From an optimization exercise on the open Yosys and OpenROAD flow, aimed at small area, a short achievable clock period and few clock cycles per item; shortcuts taken in it are not production practice. Function was checked by simulation only, so behaviour that the tests miss may differ from the original. Power figures rest on the tool's default switching activity, not on a simulated workload.

<file path="flow/run.sh">
#!/bin/bash
# synth_recipe.tcl (not shown) runs the flow's synth.tcl, then flattens the netlist and writes it again
# the make line also repeats each setting of config.mk as NAME=value (left out here)
make -C /OpenROAD-flow-scripts/flow DESIGN_CONFIG=/design/flow/config.mk WORK_HOME=/design/flow/orfs CLKGATE_MAP_FILE= SYNTH_SCRIPT=/design/flow/synth_recipe.tcl finish
</file>
<file path="flow/config.mk">
export PLATFORM = sky130hd
export DESIGN_NAME = cpu_alu_with_flags
export DESIGN_NICKNAME = cpu_alu_with_flags
export VERILOG_FILES = /design/flow/design.v
export SDC_FILE = /design/flow/constraint.sdc
export NUM_CORES = 4
export LEC_CHECK = 0
export CAP_MARGIN = 20
export CORE_MARGIN = 2
export CORE_UTILIZATION = 40
export SLEW_MARGIN = 20
</file>
<file path="flow/constraint.sdc">
create_clock -name core_clock -period 9.0 [get_ports {aclk}]
set_input_delay 1.8000 -clock core_clock [delete_from_list [all_inputs] [get_ports {aclk}]]
set_output_delay 1.8000 -clock core_clock [all_outputs]
set_load 0.01 [all_outputs]
</file>
<file path="flow/design.v">
package cafl_pkg;
    localparam int unsigned DATA_W   = 16;
    localparam int unsigned CMD_W    = 5;
    localparam int unsigned DIV_STEPS = DATA_W;
    localparam int unsigned S_TDATA_W = 40;
    localparam int unsigned M_TDATA_W = 24;
    localparam int unsigned RES_W     = 21;
    typedef enum logic [CMD_W-1:0] {
        OP_MOV  = 5'd0,
        OP_ADD  = 5'd1,
        OP_SUB  = 5'd2,
        OP_UMUL = 5'd3,
        OP_SMUL = 5'd4,
        OP_UDIV = 5'd5,
        OP_SDIV = 5'd6,
        OP_UMOD = 5'd7,
        OP_SMOD = 5'd8,
        OP_AND  = 5'd9,
        OP_OR   = 5'd10,
        OP_XOR  = 5'd11,
        OP_NOT  = 5'd12,
        OP_NEG  = 5'd13,
        OP_INC  = 5'd14,
        OP_DEC  = 5'd15,
        OP_SHL  = 5'd16,
        OP_SHR  = 5'd17,
        OP_SAR  = 5'd18,
        OP_ROL  = 5'd19,
        OP_ROR  = 5'd20,
        OP_BTST = 5'd21,
        OP_ADC  = 5'd22,
        OP_SBC  = 5'd23,
        OP_MULC = 5'd24,
        OP_UCMP = 5'd30,
        OP_SCMP = 5'd31
    } opcode_t;
    typedef struct packed {
        opcode_t             op;
        logic [DATA_W-1:0]   dval;
        logic [DATA_W-1:0]   sval;
        logic [DATA_W-1:0]   res;
        logic [2*DATA_W-1:0] prod;
        logic                cy;
        logic                zf;
        logic                wr;
        logic                ill;
        logic                dz;
        logic                ci;
        logic                neg_q;
        logic                neg_r;
    } pkt_t;
    localparam int unsigned PKT_W = 93;   
    typedef struct packed {
        logic [DATA_W-1:0] n_q;
        logic [DATA_W-1:0] rem;
        logic [DATA_W-1:0] den;
    } div_t;
    localparam int unsigned DIV_W = 48;   
endpackage
module cafl_prep (
    input  logic                            aclk,
    input  logic                            aresetn,
    input  logic                            s_tvalid,
    output logic                            s_tready,
    input  logic [cafl_pkg::S_TDATA_W-1:0]  s_tdata,
    output logic                            valid_o,
    input  logic                            ready_i,
    output cafl_pkg::pkt_t                  pkt_o,
    output cafl_pkg::div_t                  div_o
);
    logic              valid_reg;
    cafl_pkg::pkt_t              pkt_reg;
    cafl_pkg::pkt_t              pkt_next;
    cafl_pkg::div_t              div_reg;
    cafl_pkg::div_t              div_next;
    logic [cafl_pkg::DATA_W-1:0] d, s;
    logic              ci;
    logic [cafl_pkg::DATA_W:0]   sum17, dif17;
    logic [2*cafl_pkg::DATA_W-1:0] dd;
    logic [3:0]        rot;
    logic              big;
    assign d   = s_tdata[20:5];
    assign s   = s_tdata[36:21];
    assign ci  = s_tdata[37];
    assign rot = s[3:0];
    assign big = |s[cafl_pkg::DATA_W-1:4];
    assign dd  = {d, d};
    always_comb begin
        pkt_next       = '0;
        pkt_next.op    = cafl_pkg::opcode_t'(s_tdata[4:0]);
        pkt_next.dval  = d;
        pkt_next.sval  = s;
        pkt_next.res   = d;
        pkt_next.wr    = 1'b1;
        pkt_next.ci    = ci;
        pkt_next.prod  = {16'h0, d} * {16'h0, s};
        pkt_next.neg_q = d[15] ^ s[15];
        pkt_next.neg_r = d[15];
        sum17 = {1'b0, d} + {1'b0, s} + {16'h0, ci & (pkt_next.op == cafl_pkg::OP_ADC)};
        dif17 = {1'b0, d} - {1'b0, s} - {16'h0, ci & (pkt_next.op == cafl_pkg::OP_SBC)};
        case (pkt_next.op)
            cafl_pkg::OP_MOV: pkt_next.res = s;
            cafl_pkg::OP_ADD, cafl_pkg::OP_ADC: begin
                pkt_next.res = sum17[15:0];
                pkt_next.cy  = sum17[16];
            end
            cafl_pkg::OP_SUB, cafl_pkg::OP_SBC: begin
                pkt_next.res = dif17[15:0];
                pkt_next.cy  = dif17[16];
            end
            cafl_pkg::OP_UMUL, cafl_pkg::OP_SMUL, cafl_pkg::OP_MULC: pkt_next.res = d;
            cafl_pkg::OP_UDIV, cafl_pkg::OP_SDIV, cafl_pkg::OP_UMOD, cafl_pkg::OP_SMOD: begin
                pkt_next.dz = (s == '0);
                pkt_next.wr = (s != '0);
            end
            cafl_pkg::OP_AND: pkt_next.res = d & s;
            cafl_pkg::OP_OR:  pkt_next.res = d | s;
            cafl_pkg::OP_XOR: pkt_next.res = d ^ s;
            cafl_pkg::OP_NOT: pkt_next.res = ~d;
            cafl_pkg::OP_NEG: pkt_next.res = -d;
            cafl_pkg::OP_INC: begin
                pkt_next.res = d + 16'd1;
                pkt_next.cy  = (d == 16'hFFFF);
            end
            cafl_pkg::OP_DEC: begin
                pkt_next.res = d - 16'd1;
                pkt_next.cy  = (d == '0);
            end
            cafl_pkg::OP_SHL: begin
                pkt_next.res = big ? '0 : (d << rot);
                pkt_next.cy  = d[15];
            end
            cafl_pkg::OP_SHR: pkt_next.res = big ? '0 : (d >> rot);
            cafl_pkg::OP_SAR: pkt_next.res = big ? {cafl_pkg::DATA_W{d[15]}} : 16'($signed(d) >>> rot);
            cafl_pkg::OP_ROL: pkt_next.res = dd[(5'd16 - {1'b0, rot}) +: cafl_pkg::DATA_W];
            cafl_pkg::OP_ROR: pkt_next.res = dd[{1'b0, rot} +: cafl_pkg::DATA_W];
            cafl_pkg::OP_BTST: begin
                pkt_next.wr = 1'b0;
                pkt_next.zf = ~d[rot];
            end
            cafl_pkg::OP_UCMP: begin
                pkt_next.wr = 1'b0;
                pkt_next.cy = (d < s);
                pkt_next.zf = (d == s);
            end
            cafl_pkg::OP_SCMP: begin
                pkt_next.wr = 1'b0;
                pkt_next.cy = ($signed(d) < $signed(s));
                pkt_next.zf = (d == s);
            end
            default: begin
                pkt_next.ill = 1'b1;
                pkt_next.wr  = 1'b0;
            end
        endcase
        div_next.rem = '0;
        div_next.den = (pkt_next.op == cafl_pkg::OP_SDIV && s[15]) ? -s : s;
        div_next.n_q = ((pkt_next.op == cafl_pkg::OP_SDIV || pkt_next.op == cafl_pkg::OP_SMOD) && d[15]) ? -d : d;
    end
    assign s_tready = !valid_reg || ready_i;
    always_ff @(posedge aclk) begin
        if (!aresetn) begin
            valid_reg <= 1'b0;
        end else if (s_tready) begin
            valid_reg <= s_tvalid;
        end
    end
    always_ff @(posedge aclk) begin
        if (s_tready && s_tvalid) begin
            pkt_reg <= pkt_next;
            div_reg <= div_next;
        end
    end
    assign valid_o = valid_reg;
    assign pkt_o   = pkt_reg;
    assign div_o   = div_reg;
endmodule
module cafl_div_stage (
    input  logic           aclk,
    input  logic           aresetn,
    input  logic           valid_i,
    output logic           ready_o,
    input  cafl_pkg::pkt_t pkt_i,
    input  cafl_pkg::div_t div_i,
    output logic           valid_o,
    input  logic           ready_i,
    output cafl_pkg::pkt_t pkt_o,
    output cafl_pkg::div_t div_o
);
    logic            valid_reg;
    cafl_pkg::pkt_t            pkt_reg;
    cafl_pkg::div_t            div_reg;
    cafl_pkg::div_t            div_next;
    logic [cafl_pkg::DATA_W:0] trial, diff;
    always_comb begin
        trial = {div_i.rem, div_i.n_q[cafl_pkg::DATA_W-1]};
        diff  = trial - {1'b0, div_i.den};
        div_next.den = div_i.den;
        if (!diff[cafl_pkg::DATA_W]) begin
            div_next.rem = diff[cafl_pkg::DATA_W-1:0];
            div_next.n_q = {div_i.n_q[cafl_pkg::DATA_W-2:0], 1'b1};
        end else begin
            div_next.rem = trial[cafl_pkg::DATA_W-1:0];
            div_next.n_q = {div_i.n_q[cafl_pkg::DATA_W-2:0], 1'b0};
        end
    end
    assign ready_o = !valid_reg || ready_i;
    always_ff @(posedge aclk) begin
        if (!aresetn) begin
            valid_reg <= 1'b0;
        end else if (ready_o) begin
            valid_reg <= valid_i;
        end
    end
    always_ff @(posedge aclk) begin
        if (ready_o && valid_i) begin
            pkt_reg <= pkt_i;
            div_reg <= div_next;
        end
    end
    assign valid_o = valid_reg;
    assign pkt_o   = pkt_reg;
    assign div_o   = div_reg;
endmodule
module cafl_post (
    input  logic                            aclk,
    input  logic                            aresetn,
    input  logic                            valid_i,
    output logic                            ready_o,
    input  cafl_pkg::pkt_t                  pkt_i,
    input  cafl_pkg::div_t                  div_i,
    output logic                            m_tvalid,
    input  logic                            m_tready,
    output logic [cafl_pkg::M_TDATA_W-1:0]  m_tdata
);
    logic              valid_reg;
    logic [cafl_pkg::RES_W-1:0]  out_reg, out_next;
    logic [cafl_pkg::DATA_W-1:0] res, lo, hi, hi_s;
    logic              cy;
    logic              zf;
    logic [cafl_pkg::DATA_W:0]   mc17;
    assign lo   = pkt_i.prod[cafl_pkg::DATA_W-1:0];
    assign hi   = pkt_i.prod[2*cafl_pkg::DATA_W-1:cafl_pkg::DATA_W];
    assign hi_s = hi - (pkt_i.dval[15] ? pkt_i.sval : '0)
                     - (pkt_i.sval[15] ? pkt_i.dval : '0);
    assign mc17 = {1'b0, lo} + {16'h0, pkt_i.ci};
    always_comb begin
        res = pkt_i.res;
        cy  = pkt_i.cy;
        case (pkt_i.op)
            cafl_pkg::OP_UMUL: begin
                res = lo;
                cy  = (hi != '0);
            end
            cafl_pkg::OP_SMUL: begin
                res = lo;
                cy  = !hi_s[15] && ((hi_s != '0) || lo[15]);
            end
            cafl_pkg::OP_MULC: begin
                res = mc17[cafl_pkg::DATA_W-1:0];
                cy  = (hi != '0) || mc17[cafl_pkg::DATA_W];
            end
            cafl_pkg::OP_UDIV: if (!pkt_i.dz) res = div_i.n_q;
            cafl_pkg::OP_SDIV: if (!pkt_i.dz) res = pkt_i.neg_q ? -div_i.n_q : div_i.n_q;
            cafl_pkg::OP_UMOD: if (!pkt_i.dz) res = div_i.rem;
            cafl_pkg::OP_SMOD: begin
                if (!pkt_i.dz) begin
                    res = (pkt_i.neg_r && div_i.rem != '0) ? div_i.den - div_i.rem
                                                           : div_i.rem;
                end
            end
            default: res = pkt_i.res;
        endcase
        zf = pkt_i.zf
             || (pkt_i.op != cafl_pkg::OP_UCMP && pkt_i.op != cafl_pkg::OP_SCMP && res == '0);
        out_next = {pkt_i.dz, pkt_i.ill, pkt_i.wr, zf, cy, res};
    end
    assign ready_o = !valid_reg || m_tready;
    always_ff @(posedge aclk) begin
        if (!aresetn) begin
            valid_reg <= 1'b0;
        end else if (ready_o) begin
            valid_reg <= valid_i;
        end
    end
    always_ff @(posedge aclk) begin
        if (ready_o && valid_i) begin
            out_reg <= out_next;
        end
    end
    assign m_tvalid = valid_reg;
    assign m_tdata  = {{(cafl_pkg::M_TDATA_W-cafl_pkg::RES_W){1'b0}}, out_reg};
endmodule
module cpu_alu_with_flags (
    input  logic                            aclk,
    input  logic                            aresetn,
    input  logic                            s_tvalid,
    output logic                            s_tready,
    input  logic [cafl_pkg::S_TDATA_W-1:0]  s_tdata,
    output logic                            m_tvalid,
    input  logic                            m_tready,
    output logic [cafl_pkg::M_TDATA_W-1:0]  m_tdata
);
    logic [cafl_pkg::DIV_STEPS:0]                     vld;
    logic [cafl_pkg::DIV_STEPS:0]                     rdy;
    logic [(cafl_pkg::DIV_STEPS+1)*cafl_pkg::PKT_W-1:0] pkt;
    logic [(cafl_pkg::DIV_STEPS+1)*cafl_pkg::DIV_W-1:0] dvs;
    cafl_prep u_prep (
        .aclk     (aclk),
        .aresetn  (aresetn),
        .s_tvalid (s_tvalid),
        .s_tready (s_tready),
        .s_tdata  (s_tdata),
        .valid_o  (vld[0]),
        .ready_i  (rdy[0]),
        .pkt_o    (pkt[(0)*cafl_pkg::PKT_W +: cafl_pkg::PKT_W]),
        .div_o    (dvs[(0)*cafl_pkg::DIV_W +: cafl_pkg::DIV_W])
    );
    for (genvar i = 0; i < cafl_pkg::DIV_STEPS; i++) begin : g_div
        cafl_div_stage u_stage (
            .aclk    (aclk),
            .aresetn (aresetn),
            .valid_i (vld[i]),
            .ready_o (rdy[i]),
            .pkt_i   (pkt[(i)*cafl_pkg::PKT_W +: cafl_pkg::PKT_W]),
            .div_i   (dvs[(i)*cafl_pkg::DIV_W +: cafl_pkg::DIV_W]),
            .valid_o (vld[i+1]),
            .ready_i (rdy[i+1]),
            .pkt_o   (pkt[(i+1)*cafl_pkg::PKT_W +: cafl_pkg::PKT_W]),
            .div_o   (dvs[(i+1)*cafl_pkg::DIV_W +: cafl_pkg::DIV_W])
        );
    end
    cafl_post u_post (
        .aclk     (aclk),
        .aresetn  (aresetn),
        .valid_i  (vld[cafl_pkg::DIV_STEPS]),
        .ready_o  (rdy[cafl_pkg::DIV_STEPS]),
        .pkt_i    (pkt[(cafl_pkg::DIV_STEPS)*cafl_pkg::PKT_W +: cafl_pkg::PKT_W]),
        .div_i    (dvs[(cafl_pkg::DIV_STEPS)*cafl_pkg::DIV_W +: cafl_pkg::DIV_W]),
        .m_tvalid (m_tvalid),
        .m_tready (m_tready),
        .m_tdata  (m_tdata)
    );
endmodule
</file>
==> run notes <==
=================================================================================
Result of the run                                                    complete, no violations
Share of the synthesized netlist area taken by xor and xnor gates           2.73%
Largest driver fanout on the critical path                                      7
Final-layout fill cell count                                                22600
Clock Path Buffers                                                              3
Overall routing resource usage                                              18.8%
Initial Util                                                                40.3%
Post-cts repair resize count                                                    0
Antenna Nets Post-Route                                                         0
Flip-flop count of the largest register after layout                         1446
Portion of the post-synthesis area used by sequential elements              67.7%
Seq cells post-synth                                                         2370
Storage cell area                                                     0.0710 mm^2
Clock Sink Count                                                             2370
Post-layout minimum cycle time                                            8.10 ns
Largest net degree at the start of global routing                             139
Clock slew seen by the registers of the worst setup and hold paths        0.06 ns
Commonest non-fill, non-tap cell in the layout                       sky130_fd_sc_hd__edfxtp_1
Worst path arrival time                                                   8.71 ns
Core outline area                                                      0.260 mm^2
Number of CTS-inserted buffers                                                233
Number of endpoints with negative hold slack in the final report                0
# H-tree levels                                                                 4
Number of remaining DRC errors                                                  0
Met1 track utilization from global routing                                  23.2%
Mux cell area share after synthesis                                         3.28%
Skew-Pair Late Insertion Delay                                            0.89 ns
CP Launch Type                                                         input port
Port bufs                                                                      64
M3 GR Usage                                                                 2.30%
Share of post-route cells with drive strength above 1                       11.3%
Share of synthesized registers carrying an async set or reset                  0%
Leading cell types in the layout, fill and taps excluded             sky130_fd_sc_hd__edfxtp_1, sky130_fd_sc_hd__inv_1, sky130_fd_sc_hd__ha_1
Area enclosed by the die boundary                                      0.266 mm^2
Gate count after technology mapping                                          7059
Total Nets Final                                                             8164
Die Y-Extent                                                               516 um
Max transition margin                                                       11.4%
HPWL after detailed placement                                              179 mm
Slowest cell on the critical path                                    sky130_fd_sc_hd__clkdlybuf4s50_1
First-pass GRT wire length                                                 374 mm
Type of destination of the critical path                                 register
Initial antenna violation count                                                 6
Number of iterations in the first detailed-routing pass                         5
Data required, critical path                                              9.62 ns
LEAKAGE                                                                   42.8 nW
Count of endpoints failing setup in the final report                            0
I/O pin count                                                                  70
Adder and majority gate portion of the synthesized area                     10.1%
Startpoint of the worst hold path                                    u_prep.pkt_reg[70]$_DFFE_PP_
Launch point of the worst reg-to-reg path                            g_div[15].u_stage.div_reg[26]$_DFFE_PP_
Most common cell type on the critical path                           sky130_fd_sc_hd__fa_1
Worst Path Class, Setup                                                    in2reg
Clock root buffer                                                    sky130_fd_sc_hd__clkbuf_16
RSZ-0062 raised after global routing                                        false
Area of the multi-input gates                                         0.0311 mm^2
Number of max-capacitance violations reported                                   0
GRT met2 Usage                                                              33.0%
Combinational family with the most area after synthesis               adder cells
Area Growth Syn to Fin                                                      13.8%
Post-detailed-routing wire length                                          246 mm
Routability congestion estimate from global placement                       0.923
Width of the die                                                           516 um
Routed via count divided by cell count                                       5.07
Post-placement setup slack                                             -0.0538 ns
Mapped Area                                                            0.105 mm^2
Clock tree from TritonCTS                                                    done
Worst Reg2Reg Path Length in Cells                                             10
Remaining global-route overflow                                                 0
Per-instance average area after synthesis                               14.9 um^2
Worst-margin pin slew                                                     1.33 ns
Hold depth                                                                      0
Worst hold path class                                                     reg2reg
Worst-case clock skew                                                    0.106 ns
DRT iter0 DRCs                                                               3464
Post-synth EDFFs                                                             2352
Power density over the cells                                          238 mW/mm^2
Number of buffers added for setup after CTS                                     0
Worst hold endpoint                                                  g_div[0].u_stage.pkt_reg[70]$_DFFE_PP_
Vias in the first global route                                              58700
Synthesized-area fraction occupied by ao, oa, aoi and oai cells             6.68%
Drt wl/cell                                                               22.2 um
Reg-to-reg critical path endpoint                                    u_post.out_reg[17]$_DFFE_PP_
Kind of cell with the highest combined delay on the critical path     adder cells
Synth Flop Type                                                      sky130_fd_sc_hd__edfxtp_1
Yosys cell types                                                               90
Simple-gate share of the synthesized area                                   6.43%
Busiest grt layer                                                            met2
Maximum single-stage delay on the critical path                           0.65 ns
Final-layout worst hold slack                                            0.370 ns
Final worst path period share                                               89.9%
F_max                                                                   0.124 GHz
Hold buffers post-CTS                                                           0
Via count of the routed design                                              56400
Yosys warning total                                                             3
Final critical-path setup slack                                          0.905 ns
Max-slew violation total from the final report                                  0
CP bufs+invs                                                                    9
Number of rows in the core area                                               187
Worst setup slack for register-to-register paths                          4.21 ns
VDD IR max                                                                 898 uV
=================================================================================
[synthesized netlist by cell type (all sizes together), types with 27 or more instances]
| cell | number | area [um^2] |
|---|---|---|
| a211oi | 30 | 225 |
| a21boi | 49 | 368 |
| a21o | 53 | 398 |
| a21oi | 283 | 1420 |
| a221oi | 28 | 245 |
| a31oi | 36 | 225 |
| and2 | 29 | 181 |
| and3 | 42 | 263 |
| buf | 32 | 131 |
| clkbuf | 150 | 564 |
| edfxtp | 2352 | 70600 |
| fa | 230 | 4600 |
| ha | 477 | 5970 |
| inv | 663 | 2490 |
| mux2 | 218 | 2450 |
| mux2i | 76 | 761 |
| nand2 | 396 | 1490 |
| nand2b | 36 | 225 |
| nand3 | 125 | 626 |
| nor2 | 457 | 1720 |
| nor2b | 61 | 382 |
| nor3 | 124 | 626 |
| o2111ai | 35 | 307 |
| o211ai | 27 | 203 |
| o21a | 53 | 398 |
| o21ai | 198 | 991 |
| o21bai | 42 | 315 |
| o41ai | 40 | 377 |
| or3 | 33 | 206 |
| xnor2 | 266 | 2330 |
| xor2 | 61 | 534 |
[worst reg2reg max path: stages, from the launching register on]
cell and delay [ns]:
sky130_fd_sc_hd__edfxtp_1 0.56, sky130_fd_sc_hd__or4_4 0.60, sky130_fd_sc_hd__o41ai_4 0.79, sky130_fd_sc_hd__mux2_2 0.40
sky130_fd_sc_hd__o21ai_0 0.34, sky130_fd_sc_hd__a2bb2oi_1 0.26, sky130_fd_sc_hd__or4_1 0.66, sky130_fd_sc_hd__nor3_2 0.15
sky130_fd_sc_hd__o2111ai_1 0.12, sky130_fd_sc_hd__or4_1 0.46, sky130_fd_sc_hd__o41ai_2 0.28
[area by class of cell]
type	instances	area share, %
antenna	9	0.0189
clock buffer	293	5.11
clock inverter	139	1.32
inverter	671	2.11
multi-input combinational	3845	26.1
sequential	2370	59.5
tap	3496	3.67
timing repair buffer	292	2.19
[metal layers]
metal,vias up,wire length [um]
li1,26800,-
met1,28200,102000
met2,998,125000
met3,384,7610
met4,0,11700
met5,-,0
[kinds of logic after synthesis]
kind of cell / Yosys count
compound gates: 1053
xor+xnor: 327
fa+ha+maj: 707
buf+inv: 853
flops: 2370
mux: 304
other cells: 1
simple gates: 1444
[report_power, final]
part	leakage [nW]	internal [mW]	switching [mW]
clock	3.69	5.50	4.00
sequential	21.5	12.4	0.0583
combinational	17.6	2.51	3.90
[worst max path at each step]
stage          cells past startpoint   startpoint                                     to
3_5_place_dp                      26  s_tdata[26]           u_prep.pkt_reg[39]$_DFFE_PP_
3_3_place_gp                      27   s_tdata[5]           u_prep.pkt_reg[39]$_DFFE_PP_
2_1_floorplan                      9     m_tready  g_div[6].u_stage.div_reg[0]$_DFFE_PP_
5_1_grt                           27  s_tdata[26]           u_prep.pkt_reg[39]$_DFFE_PP_
6_report                          26  s_tdata[26]           u_prep.pkt_reg[39]$_DFFE_PP_
4_1_cts                           26  s_tdata[26]           u_prep.pkt_reg[39]$_DFFE_PP_
[stage by stage]
| stage | utilization, % | instances | power, mW | cell area [um^2] | TNS, ns |
|---|---|---|---|---|---|
| after floorplan | - | 7068 | 16.0 | 105000 | -392.81 |
| after global placement | 42.8 | 10700 | 19.3 | 111000 | -0.0665 |
| after detailed placement | 42.8 | 10700 | 19.3 | 111000 | -0.0538 |
| after CTS | 45.8 | 11100 | 28.9 | 119000 | 0 |
| after global routing | 45.9 | 11100 | 29.7 | 119000 | 0 |
| final | 45.9 | 11100 | 28.4 | 119000 | 0 |
Testbench counts, summed over its fixed seeds: cycles 16,144, items 16,000.

==> separate check: timing with driven ports <==
Ports are ideal in the flow. The routed layout listed here was re-timed in OpenROAD.
Step 1 assumes that a clkbuf_16 drives the clock port and a buf_2 every other input.
Step 2 moves the port delays by t, midway between the first and last clock arrival at a register: inputs arrive t later, outputs are due t later. That takes back most of the time a late clock gives input paths.
a / b / c = ideal / step 1 / step 2; a / b = the first two.
shift t [ns]: 0.927
setup slack, ns: 0.905 / 0.976 / 0.049
hold WS [ns]: 0.370 / 0.370 / 0.370
slew at the worst register clock pin (ns): 0.07 / 0.07
pins driven straight from the clock port: 1
After both steps setup and hold are still met in this run. The setup slack of this run moves by +0.071 ns with the drivers and by -0.856 ns with both steps.
